Background: an optimization exercise with open tools, aiming at small area, a short achievable clock period and few clock cycles per item. Do not read the settings as production practice.
Only simulation tests tie the RTL to the original design; equivalence was not proved.

== run 3 ==
==> flow/design.v (excerpt) <==
module encoder_accelerated_value (
    input  logic                          aclk,
    input  logic                          aresetn,
    input  logic                          cfg_valid,
    output logic                          cfg_ready,
    input  logic [eav_pkg::CFG_IDX_W-1:0] cfg_index,
    input  logic [eav_pkg::DATA_W-1:0]    cfg_data,
    input  logic                          s_tvalid,
    output logic                          s_tready,
    input  logic [eav_pkg::DATA_W-1:0]    s_tdata,   
    input  logic                          s_tuser,   
    output logic                          m_tvalid,
    input  logic                          m_tready,
    output logic [eav_pkg::M_DATA_W-1:0]  m_tdata,   
    output logic                          m_tuser    
);
For scale: roughly 140 I/O pins, ~34000 sq um of cells after synthesis.
Settings: LEC_CHECK=0, ABC_AREA=1, CAP_MARGIN=20, CORE_MARGIN=2, CORE_UTILIZATION=40, SETUP_SLACK_MARGIN=4, SLEW_MARGIN=20, TNS_END_PERCENT=10; clock period 10.0 ns.
run.sh (not shown) runs the stock make flow with config.mk's settings and CLKGATE_MAP_FILE= SYNTH_SCRIPT=/design/flow/synth_recipe.tcl, a recipe that flattens the netlist after the stock synthesis.
Testbench counts of run 3, summed over its fixed seeds: cycles 6,045, items 4,800.
--- input diff run 3..run 1 ---
--- a/flow/design.v
+++ b/flow/design.v
@@ -200,21 +200,30 @@
     assign mac_x = ({36{f_pos}} & {{4{acc_r[31]}}, acc_r})
                  | ({36{f_gch && pc == 2'd2}} & {3'd0, ib_d[24:0], 8'd0});
     eav_mac #(.W(36)) u_mac (
         .a(mac_a), .one(b_one), .two(b_two), .neg(b_neg), .top(b_top),
         .x(mac_x), .s(mac_s), .c(mac_c)
     );
     eav_padd #(.W(36)) u_vsum (.a(mac_s), .b(mac_c), .cin(1'b0), .sum(v));
     logic [31:0] vc, moved;
-    logic [32:0] dvc, dtv;
+    logic [32:0] dvc;
     assign vc = acc_r | {32{vcf_r}};
     eav_padd #(.W(33)) u_dvc (.a({vc[31], vc}), .b(~{vt_r[31], vt_r}), .cin(1'b1), .sum(dvc));
-    eav_padd #(.W(33)) u_dtv (.a({vt_r[31], vt_r}), .b(~{vc[31], vc}), .cin(1'b1), .sum(dtv));
-    assign moved = dvc[32] ? dtv[31:0] : dvc[31:0];
+    logic [31:0] dlo;            
+    logic [31:0] dor;
+    always_comb begin
+        dor = dvc[31:0];
+        for (int l = 0; l < 5; l++)
+            for (int i = 0; i < 32; i++)
+                if ((i >> l) & 1)
+                    dor[i] = dor[i] | dor[((i >> l) << l) - 1];
+        dlo = {dor[30:0], 1'b0};
+    end
+    assign moved = dvc[31:0] ^ ({32{dvc[32]}} & dlo);
     logic [35:0] cmp_y;
     logic        lo_neg, hi_neg, tk_lt;
     assign cmp_y = f_pos ? {{4{min_r[31]}}, min_r} : {4'd0, moved};
     eav_csign #(.W(36)) u_lo (
         .a(mac_s), .b(mac_c), .c(~cmp_y), .cin(!f_grow), .sign(lo_neg)
     );
     assign tk_lt = lo_neg;
     eav_csign #(.W(36)) u_hi (
==> comparison <==
Going from run 3 to run 1, global-route track usage on met2 now larger, minimum setup slack in the final design lost 0.48 ns, chip height moved down. Against run 3, the final cell area of run 1 is lower. On first-iteration DRC count, run 3 loses to run 1. Measured against each other, run 1 and run 3 differ in hold slack, the higher figure coming from run 3.
Testbench counts of run 1, summed over its fixed seeds: cycles 6,045, items 4,800.

--- another note on this design; it stands on its own ---

// encoder_accelerated_value
module encoder_accelerated_value (
    input  logic                          aclk,
    input  logic                          aresetn,
    input  logic                          cfg_valid,
    output logic                          cfg_ready,
    input  logic [eav_pkg::CFG_IDX_W-1:0] cfg_index,
    input  logic [eav_pkg::DATA_W-1:0]    cfg_data,
    input  logic                          s_tvalid,
    output logic                          s_tready,
    input  logic [eav_pkg::DATA_W-1:0]    s_tdata,   
    input  logic                          s_tuser,   
    output logic                          m_tvalid,
    input  logic                          m_tready,
    output logic [eav_pkg::M_DATA_W-1:0]  m_tdata,   
    output logic                          m_tuser    
);
Size in the first run: about 4700 cells after synthesis, roughly 290 flip-flops, about 34000 um^2 of cells after synthesis.
export LEC_CHECK = 0
export ABC_AREA = 1
export CAP_MARGIN = 20
export CORE_MARGIN = 2
export CORE_UTILIZATION = 40
export SETUP_SLACK_MARGIN = 4
export SLEW_MARGIN = 20
export TNS_END_PERCENT = 25
create_clock -name core_clock -period 10.0 [get_ports {aclk}]
run.sh (not shown) runs the stock make flow with config.mk's settings and CLKGATE_MAP_FILE= SYNTH_SCRIPT=/design/flow/synth_recipe.tcl, a recipe that flattens the netlist after the stock synthesis.
Testbench counts at the start, summed over its fixed seeds: cycles 6,045, items 4,800.
==> next run, changes <==
- TNS_END_PERCENT: 25 -> 10
- worst setup slack gets better by 0.063 ns
- worst hold slack loses 0.0077 ns
- routed wire length is lower by 2.8%
- synthesized area is unchanged
- via count is lower by 1.9%
- cell count is lower by 0.82%
- cell area decreases by 2.7%
- first-iteration DRC count climbs by 5.6%
- die area is unchanged
- sequential share of layout area climbs by 0.46 points

==> separate check: timing with driven ports <==
How much do the figures lean on ideal ports? The routed layouts below were timed once more, with nothing changed but the port constraints.
Step 1 (the two cells are an assumption about what drives the block):
set clk [get_ports {aclk}]
set_driving_cell -lib_cell sky130_fd_sc_hd__clkbuf_16 $clk
set_driving_cell -lib_cell sky130_fd_sc_hd__buf_2 [delete_from_list [all_inputs] $clk]
Step 2 times the ports against the registers' clock, not the clock port: input delays grow and output delays shrink by t, the midpoint of the rising clock arrivals with the driver on.
Three values: ideal ports, drivers, drivers and shift; two values: the first two.
run	t (ns)	setup slack, ns	latest minus earliest clock arrival (ns)	pins driven straight from the clock port
run 3	0.661	2.706 / 2.706 / 2.706	0.056 / 0.056	1
run 1	0.643	2.224 / 2.224 / 2.224	0.026 / 0.026	1
the first run of note 2	0.672	1.964 / 1.964 / 1.964	0.039 / 0.040	1
the second run of note 2	0.675	2.027 / 2.027 / 2.027	0.041 / 0.042	1
After both steps setup and hold are still met in every run listed.
